This design comes from an exercise in tuning for small area and a short achievable clock period on the open sky130 flow, not from production work. RTL that was checked went through simulation tests only; none was proved equivalent to the original.

==> xenon: inputs <==
==> flow/design.v <==
package sctrl_pkg;
  typedef enum logic [1:0] {
    IDLE = 2'd0,
    FILL = 2'd1,
    FULL = 2'd2
  } ch_state_e;
  localparam int REG_CTRL   = 0;
  localparam int REG_CLEAR  = 1;
  localparam int REG_STATUS = 2;
  localparam int REG_WMARK  = 3;
  localparam int CTRL_EN_BIT   = 0;
  localparam int CTRL_MASK_BIT = 1;
  localparam int CTRL_W        = 2;
  function automatic int ch_width(input int n);
    if (n <= 2) ch_width = 1;
    else ch_width = $clog2(n);
  endfunction
endpackage
module sctrl_channel #(
  parameter int DEPTH  = 64,
  parameter int DATA_W = 32,
  parameter int IDX_W  = $clog2(DEPTH),
  parameter int CNT_W  = IDX_W + 1
) (
  input  logic              clk,
  input  logic              rstn,
  input  logic              wr_ctrl,
  input  logic              wr_clear,
  input  logic              wr_wmark,
  input  logic [DATA_W-1:0] wdata,
  input  logic              rd_en,
  input  logic [IDX_W-1:0]  rd_idx,
  output logic [DATA_W-1:0] rd_data,
  input  logic              sensor_ready,
  input  logic [DATA_W-1:0] sensor_data,
  output logic              sensor_en,
  output logic              irq,
  output logic [sctrl_pkg::CTRL_W-1:0] ctrl,
  output logic [CNT_W-1:0]  count,
  output logic [CNT_W-1:0]  wmark
);
  localparam logic [CNT_W-1:0] DEPTH_C = CNT_W'(DEPTH);
  sctrl_pkg::ch_state_e         state_q, state_d;
  logic [sctrl_pkg::CTRL_W-1:0] ctrl_q, ctrl_d;
  logic [CNT_W-1:0]  wptr_q, wptr_d;
  logic              sensor_en_q, sensor_en_d;
  logic              irq_q, irq_d;
  logic              capture;
  logic [DATA_W-1:0] mem [DEPTH];
  logic [DATA_W-1:0] rd_data_q;
  logic [CNT_W-1:0] wmark_q, wmark_d;
  always_comb begin
    wmark_d = wmark_q;
    if (wr_wmark) begin
      if (wdata == '0)
        wmark_d = CNT_W'(1);
      else if (wdata > DATA_W'(DEPTH))
        wmark_d = DEPTH_C;
      else
        wmark_d = wdata[CNT_W-1:0];
    end
  end
  always_ff @(posedge clk or negedge rstn) begin
    if (!rstn) wmark_q <= DEPTH_C;
    else       wmark_q <= wmark_d;
  end
  assign wmark = wmark_q;
  always_comb begin
    ctrl_d = ctrl_q;
    if (wr_ctrl)
      ctrl_d = wdata[sctrl_pkg::CTRL_W-1:0];
    capture = (state_q == sctrl_pkg::FILL) && sensor_ready && !wr_clear;
    wptr_d = wptr_q;
    if (wr_clear)
      wptr_d = '0;
    else if (capture)
      wptr_d = wptr_q + 1'b1;
    if (!ctrl_d[sctrl_pkg::CTRL_EN_BIT])
      state_d = sctrl_pkg::IDLE;
    else if (wptr_d == DEPTH_C)
      state_d = sctrl_pkg::FULL;
    else
      state_d = sctrl_pkg::FILL;
    sensor_en_d = (state_d == sctrl_pkg::FILL);
    irq_d = (state_d != sctrl_pkg::IDLE) && (wptr_d >= wmark_d);
  end
  always_ff @(posedge clk or negedge rstn) begin
    if (!rstn) begin
      state_q     <= sctrl_pkg::IDLE;
      ctrl_q      <= '0;
      wptr_q      <= '0;
      sensor_en_q <= 1'b0;
      irq_q       <= 1'b0;
    end else begin
      state_q     <= state_d;
      ctrl_q      <= ctrl_d;
      wptr_q      <= wptr_d;
      sensor_en_q <= sensor_en_d;
      irq_q       <= irq_d;
    end
  end
  always_ff @(posedge clk) begin
    if (capture)
      mem[wptr_q[IDX_W-1:0]] <= sensor_data;
    if (rd_en)
      rd_data_q <= mem[rd_idx];
  end
  assign rd_data   = rd_data_q;
  assign sensor_en = sensor_en_q;
  assign irq       = irq_q;
  assign ctrl      = ctrl_q;
  assign count     = wptr_q;
endmodule
module sctrl_multi #(
  parameter int NUM_CH  = 2,
  parameter int DEPTH   = 64,
  parameter int DATA_W  = 32,
  localparam int CH_W   = sctrl_pkg::ch_width(NUM_CH),
  localparam int IDX_W  = $clog2(DEPTH),
  localparam int ADDR_W = CH_W + 1 + IDX_W
) (
  input  logic                     clk,
  input  logic                     rstn,
  input  logic                     req,
  input  logic                     we,
  input  logic [ADDR_W-1:0]        addr,
  input  logic [DATA_W-1:0]        wdata,
  output logic [DATA_W-1:0]        rdata,
  output logic                     rvalid,
  input  logic [NUM_CH-1:0]        sensor_ready,
  input  logic [NUM_CH*DATA_W-1:0] sensor_out,
  output logic [NUM_CH-1:0]        sensor_en,
  output logic [NUM_CH-1:0]        ch_irq,
  output logic                     sensor_interrupt
);
  localparam int CNT_W = IDX_W + 1;
  localparam int SLOTS = 1 << CH_W;
  logic [CH_W-1:0]   a_ch;
  logic              a_sel;
  logic [IDX_W-1:0]  a_idx;
  logic              reg_wr;
  logic [NUM_CH-1:0] ch_mask;
  logic [sctrl_pkg::CTRL_W-1:0] slot_ctrl  [SLOTS];
  logic [CNT_W-1:0]  slot_count [SLOTS];
  logic [CNT_W-1:0]  slot_wmark [SLOTS];
  logic [DATA_W-1:0] slot_rdata [SLOTS];
  logic              rvalid_q, rvalid_d;
  logic              rd_sel_q, rd_sel_d;
  logic [CH_W-1:0]   rd_ch_q, rd_ch_d;
  logic [DATA_W-1:0] reg_rdata_q, reg_rdata_d;
  logic              sensor_interrupt_q, sensor_interrupt_d;
  assign a_ch   = addr[ADDR_W-1 -: CH_W];
  assign a_sel  = addr[IDX_W];
  assign a_idx  = addr[IDX_W-1:0];
  assign reg_wr = req && we && !a_sel;
  generate
    for (genvar gi = 0; gi < SLOTS; gi++) begin : gen_slot
      if (gi < NUM_CH) begin : gen_ch
        logic hit;
        assign hit = (a_ch == CH_W'(gi));
        sctrl_channel #(
          .DEPTH  (DEPTH),
          .DATA_W (DATA_W)
        ) u_ch (
          .clk          (clk),
          .rstn         (rstn),
          .wr_ctrl      (reg_wr && hit && (a_idx == IDX_W'(sctrl_pkg::REG_CTRL))),
          .wr_clear     (reg_wr && hit && (a_idx == IDX_W'(sctrl_pkg::REG_CLEAR))),
          .wr_wmark     (reg_wr && hit && (a_idx == IDX_W'(sctrl_pkg::REG_WMARK))),
          .wdata        (wdata),
          .rd_en        (req && !we && a_sel && hit),
          .rd_idx       (a_idx),
          .rd_data      (slot_rdata[gi]),
          .sensor_ready (sensor_ready[gi]),
          .sensor_data  (sensor_out[gi*DATA_W +: DATA_W]),
          .sensor_en    (sensor_en[gi]),
          .irq          (ch_irq[gi]),
          .ctrl         (slot_ctrl[gi]),
          .count        (slot_count[gi]),
          .wmark        (slot_wmark[gi])
        );
        assign ch_mask[gi] = slot_ctrl[gi][sctrl_pkg::CTRL_MASK_BIT];
      end else begin : gen_empty
        assign slot_ctrl[gi]  = '0;
        assign slot_count[gi] = '0;
        assign slot_wmark[gi] = '0;
        assign slot_rdata[gi] = '0;
      end
    end
  endgenerate
  always_comb begin
    reg_rdata_d = '0;
    case (a_idx)
      IDX_W'(sctrl_pkg::REG_CTRL):   reg_rdata_d[sctrl_pkg::CTRL_W-1:0] = slot_ctrl[a_ch];
      IDX_W'(sctrl_pkg::REG_STATUS): begin
        reg_rdata_d[CNT_W-1:0] = slot_count[a_ch];
        reg_rdata_d[DATA_W-1]  = (slot_count[a_ch] == CNT_W'(DEPTH));
      end
      IDX_W'(sctrl_pkg::REG_WMARK):  reg_rdata_d[CNT_W-1:0] = slot_wmark[a_ch];
      default: ;
    endcase
    rvalid_d           = req && !we;
    rd_sel_d           = a_sel;
    rd_ch_d            = a_ch;
    sensor_interrupt_d = |(ch_irq & ch_mask);
  end
  always_ff @(posedge clk or negedge rstn) begin
    if (!rstn) begin
      rvalid_q           <= 1'b0;
      rd_sel_q           <= 1'b0;
      rd_ch_q            <= '0;
      reg_rdata_q        <= '0;
      sensor_interrupt_q <= 1'b0;
    end else begin
      rvalid_q           <= rvalid_d;
      rd_sel_q           <= rd_sel_d;
      rd_ch_q            <= rd_ch_d;
      reg_rdata_q        <= reg_rdata_d;
      sensor_interrupt_q <= sensor_interrupt_d;
    end
  end
  assign rdata = !rvalid_q ? '0 : (rd_sel_q ? slot_rdata[rd_ch_q] : reg_rdata_q);
  assign rvalid           = rvalid_q;
  assign sensor_interrupt = sensor_interrupt_q;
endmodule
==> flow/run.sh <==
#!/bin/bash
# synth_recipe.tcl (not shown) runs the flow's synth.tcl, then flattens the netlist and writes it again
# the make line also repeats each setting of config.mk as NAME=value (left out here)
make -C /OpenROAD-flow-scripts/flow DESIGN_CONFIG=/design/flow/config.mk WORK_HOME=/design/flow/orfs CLKGATE_MAP_FILE= SYNTH_SCRIPT=/design/flow/synth_recipe.tcl finish
==> flow/config.mk <==
export PLATFORM = sky130hd
export DESIGN_NAME = sctrl_multi
export DESIGN_NICKNAME = sctrl_multi
export VERILOG_FILES = /design/flow/design.v
export SDC_FILE = /design/flow/constraint.sdc
export NUM_CORES = 4
export LEC_CHECK = 0
export CAP_MARGIN = 20
export CORE_MARGIN = 2
export CORE_UTILIZATION = 40
export SLEW_MARGIN = 20
==> flow/constraint.sdc <==
create_clock -name core_clock -period 5.0 [get_ports {clk}]
set_input_delay 1.0000 -clock core_clock [delete_from_list [all_inputs] [get_ports {clk}]]
set_output_delay 1.0000 -clock core_clock [all_outputs]
set_load 0.01 [all_outputs]
==> sierra: changes against xenon <==
--- a/flow/design.v
+++ b/flow/design.v
@@ -29,6 +29,5 @@
   input  logic              wr_wmark,
   input  logic [DATA_W-1:0] wdata,
-  input  logic              rd_en,
-  input  logic [IDX_W-1:0]  rd_idx,
+  input  logic [DEPTH-1:0]  rd_sel,
   output logic [DATA_W-1:0] rd_data,
   input  logic              sensor_ready,
@@ -41,5 +40,4 @@
 );
   localparam logic [CNT_W-1:0] DEPTH_C = CNT_W'(DEPTH);
-  sctrl_pkg::ch_state_e         state_q, state_d;
   logic [sctrl_pkg::CTRL_W-1:0] ctrl_q, ctrl_d;
   logic [CNT_W-1:0]  wptr_q, wptr_d;
@@ -47,6 +45,6 @@
   logic              irq_q, irq_d;
   logic              capture;
-  logic [DATA_W-1:0] mem [DEPTH];
-  logic [DATA_W-1:0] rd_data_q;
+  logic [DEPTH-1:0]  wr_word;
+  logic [DEPTH-1:0][DATA_W-1:0] mem;
   logic [CNT_W-1:0] wmark_q, wmark_d;
   always_comb begin
@@ -70,5 +68,5 @@
     if (wr_ctrl)
       ctrl_d = wdata[sctrl_pkg::CTRL_W-1:0];
-    capture = (state_q == sctrl_pkg::FILL) && sensor_ready && !wr_clear;
+    capture = sensor_en_q && sensor_ready && !wr_clear;
     wptr_d = wptr_q;
     if (wr_clear)
@@ -76,16 +74,9 @@
     else if (capture)
       wptr_d = wptr_q + 1'b1;
-    if (!ctrl_d[sctrl_pkg::CTRL_EN_BIT])
-      state_d = sctrl_pkg::IDLE;
-    else if (wptr_d == DEPTH_C)
-      state_d = sctrl_pkg::FULL;
-    else
-      state_d = sctrl_pkg::FILL;
-    sensor_en_d = (state_d == sctrl_pkg::FILL);
-    irq_d = (state_d != sctrl_pkg::IDLE) && (wptr_d >= wmark_d);
+    sensor_en_d = ctrl_d[sctrl_pkg::CTRL_EN_BIT] && (wptr_d != DEPTH_C);
+    irq_d = ctrl_d[sctrl_pkg::CTRL_EN_BIT] && (wptr_d >= wmark_d);
   end
   always_ff @(posedge clk or negedge rstn) begin
     if (!rstn) begin
-      state_q     <= sctrl_pkg::IDLE;
       ctrl_q      <= '0;
       wptr_q      <= '0;
@@ -93,5 +84,4 @@
       irq_q       <= 1'b0;
     end else begin
-      state_q     <= state_d;
       ctrl_q      <= ctrl_d;
       wptr_q      <= wptr_d;
@@ -100,11 +90,19 @@
     end
   end
-  always_ff @(posedge clk) begin
-    if (capture)
-      mem[wptr_q[IDX_W-1:0]] <= sensor_data;
-    if (rd_en)
-      rd_data_q <= mem[rd_idx];
-  end
-  assign rd_data   = rd_data_q;
+  always_comb begin
+    for (int i = 0; i < DEPTH; i++)
+      wr_word[i] = capture && (wptr_q[IDX_W-1:0] == IDX_W'(i));
+  end
+  for (genvar gi = 0; gi < DEPTH; gi++) begin : gen_word
+    always_ff @(posedge clk) begin
+      if (wr_word[gi])
+        mem[gi] <= sensor_data;
+    end
+  end
+  always_comb begin
+    rd_data = '0;
+    for (int i = 0; i < DEPTH; i++)
+      rd_data = rd_data | ({DATA_W{rd_sel[i]}} & mem[i]);
+  end
   assign sensor_en = sensor_en_q;
   assign irq       = irq_q;
@@ -140,4 +138,6 @@
   logic [IDX_W-1:0]  a_idx;
   logic              reg_wr;
+  logic              rd_req;
+  logic [DEPTH-1:0]  idx_hot;
   logic [NUM_CH-1:0] ch_mask;
   logic [sctrl_pkg::CTRL_W-1:0] slot_ctrl  [SLOTS];
@@ -145,13 +145,16 @@
   logic [CNT_W-1:0]  slot_wmark [SLOTS];
   logic [DATA_W-1:0] slot_rdata [SLOTS];
-  logic              rvalid_q, rvalid_d;
-  logic              rd_sel_q, rd_sel_d;
-  logic [CH_W-1:0]   rd_ch_q, rd_ch_d;
-  logic [DATA_W-1:0] reg_rdata_q, reg_rdata_d;
-  logic              sensor_interrupt_q, sensor_interrupt_d;
+  logic              rvalid_q;
+  logic [DATA_W-1:0] rdata_q, rdata_d, reg_rdata;
+  logic              sensor_interrupt_q;
   assign a_ch   = addr[ADDR_W-1 -: CH_W];
   assign a_sel  = addr[IDX_W];
   assign a_idx  = addr[IDX_W-1:0];
   assign reg_wr = req && we && !a_sel;
+  assign rd_req = req && !we;
+  always_comb begin
+    for (int i = 0; i < DEPTH; i++)
+      idx_hot[i] = (a_idx == IDX_W'(i));
+  end
   generate
     for (genvar gi = 0; gi < SLOTS; gi++) begin : gen_slot
@@ -169,6 +172,5 @@
           .wr_wmark     (reg_wr && hit && (a_idx == IDX_W'(sctrl_pkg::REG_WMARK))),
           .wdata        (wdata),
-          .rd_en        (req && !we && a_sel && hit),
-          .rd_idx       (a_idx),
+          .rd_sel       (idx_hot & {DEPTH{rd_req && a_sel && hit}}),
           .rd_data      (slot_rdata[gi]),
           .sensor_ready (sensor_ready[gi]),
@@ -190,35 +192,32 @@
   endgenerate
   always_comb begin
-    reg_rdata_d = '0;
-    case (a_idx)
-      IDX_W'(sctrl_pkg::REG_CTRL):   reg_rdata_d[sctrl_pkg::CTRL_W-1:0] = slot_ctrl[a_ch];
-      IDX_W'(sctrl_pkg::REG_STATUS): begin
-        reg_rdata_d[CNT_W-1:0] = slot_count[a_ch];
-        reg_rdata_d[DATA_W-1]  = (slot_count[a_ch] == CNT_W'(DEPTH));
-      end
-      IDX_W'(sctrl_pkg::REG_WMARK):  reg_rdata_d[CNT_W-1:0] = slot_wmark[a_ch];
-      default: ;
-    endcase
-    rvalid_d           = req && !we;
-    rd_sel_d           = a_sel;
-    rd_ch_d            = a_ch;
-    sensor_interrupt_d = |(ch_irq & ch_mask);
+    reg_rdata = '0;
+    if (rd_req && !a_sel) begin
+      case (a_idx)
+        IDX_W'(sctrl_pkg::REG_CTRL):   reg_rdata[sctrl_pkg::CTRL_W-1:0] = slot_ctrl[a_ch];
+        IDX_W'(sctrl_pkg::REG_STATUS): begin
+          reg_rdata[CNT_W-1:0] = slot_count[a_ch];
+          reg_rdata[DATA_W-1]  = (slot_count[a_ch] == CNT_W'(DEPTH));
+        end
+        IDX_W'(sctrl_pkg::REG_WMARK):  reg_rdata[CNT_W-1:0] = slot_wmark[a_ch];
+        default: ;
+      endcase
+    end
+    rdata_d = reg_rdata;
+    for (int c = 0; c < SLOTS; c++)
+      rdata_d = rdata_d | slot_rdata[c];
   end
   always_ff @(posedge clk or negedge rstn) begin
     if (!rstn) begin
       rvalid_q           <= 1'b0;
-      rd_sel_q           <= 1'b0;
-      rd_ch_q            <= '0;
-      reg_rdata_q        <= '0;
+      rdata_q            <= '0;
       sensor_interrupt_q <= 1'b0;
     end else begin
-      rvalid_q           <= rvalid_d;
-      rd_sel_q           <= rd_sel_d;
-      rd_ch_q            <= rd_ch_d;
-      reg_rdata_q        <= reg_rdata_d;
-      sensor_interrupt_q <= sensor_interrupt_d;
-    end
-  end
-  assign rdata = !rvalid_q ? '0 : (rd_sel_q ? slot_rdata[rd_ch_q] : reg_rdata_q);
+      rvalid_q           <= rd_req;
+      rdata_q            <= rdata_d;
+      sensor_interrupt_q <= |(ch_irq & ch_mask);
+    end
+  end
+  assign rdata            = rdata_q;
   assign rvalid           = rvalid_q;
   assign sensor_interrupt = sensor_interrupt_q;
==> flow/flow/run.sh (new file) <==
#!/bin/bash
# The standard layout, with timing repair aimed below the clock period only from CTS on:
# synthesis, floorplan and placement run with the default setup margin, so the
# wire-load-model repair in the floorplan step does not upsize for paths that
# the propagated clock relieves; CTS and global routing then repair to the margin.
set -euo pipefail
MARGIN=$(cat flow/margin.txt)
bash standard.sh synth floorplan place > make_synth_place.log 2>&1
bash standard.sh SETUP_SLACK_MARGIN=$MARGIN finish > make_cts_route_finish.log 2>&1
==> flow/flow/margin.txt (new file) <==
2.0
==> flow/standard.sh (new file) <==
#!/bin/bash
# synth_recipe.tcl (not shown) runs the flow's synth.tcl, then flattens the netlist and writes it again
# the make line also repeats each setting of config.mk as NAME=value (left out here)
make -C /OpenROAD-flow-scripts/flow DESIGN_CONFIG=/design/flow/config.mk WORK_HOME=/design/flow/orfs CLKGATE_MAP_FILE= SYNTH_SCRIPT=/design/flow/synth_recipe.tcl "${@:-finish}"
- CORE_UTILIZATION: 40 -> 65
- CTS_CLUSTER_DIAMETER: default -> 100
- CTS_CLUSTER_SIZE: default -> 30
- PLACE_DENSITY: default -> 0.75
removed: flow/run.sh
==> key figures <==
Outcome
  • Outcome: complete, no violations

Finish
  • Final Non-Filler Cells: 13.1k
  • Area Overhead vs Synth: 15.4%
  • Multi-Input Combinational: 2249

Drt
  • DRC Markers: 0

Critical path
  • Setup Crit Path Kind: reg -> out
the above is filed under xenon

==> key figures <==
Place
  • Worst slack, placed: -280 ps

Yosys
  • Asr flop ratio synth: 0.0168
  • Yosys warning count: 6
  • Synth cell count leaders: edfxtp_1, a22oi_1, clkbuf_1

Clock network
  • CTS buffer count: 161
  • # H-tree levels: 4

Outcome
  • Outcome: aborted with a tool error
  • Last stage: global routing (5_1_grt)
  • Error: [ERROR GRT-0183] Net clknet_leaf_49_clk: the 3D maze router ran out of legal paths (heap underflow) - the net is boxed in by local congestion or blockages.
the above is filed under sierra

For xenon, only the layout was checked, not whether the RTL still works.

-- static timing again, ports no longer ideal --
Ports are ideal in the flow. The routed layout listed here was re-timed in OpenROAD. Step 1, drivers: a clkbuf_16 drives clk and a buf_2 each remaining input, both assumed. Step 2 moves the port delays by t, midway between the first and last clock arrival at a register: inputs arrive t later, outputs are due t later. That takes back most of the time a late clock gives input paths. Slacks: no drivers / after step 1 / after step 2; pairs: no drivers / after step 1.
run: xenon
t (ns): 1.050
slack for setup (ns): 0.198 / 0.090 / 0.398
latest minus earliest clock arrival (ns): 0.056 / 0.056
worst data-port slew with drivers (ns): 0.22
After both steps setup and hold are still met in xenon. The setup slack of xenon moves by -0.108 ns with the drivers and by +0.200 ns with both steps.
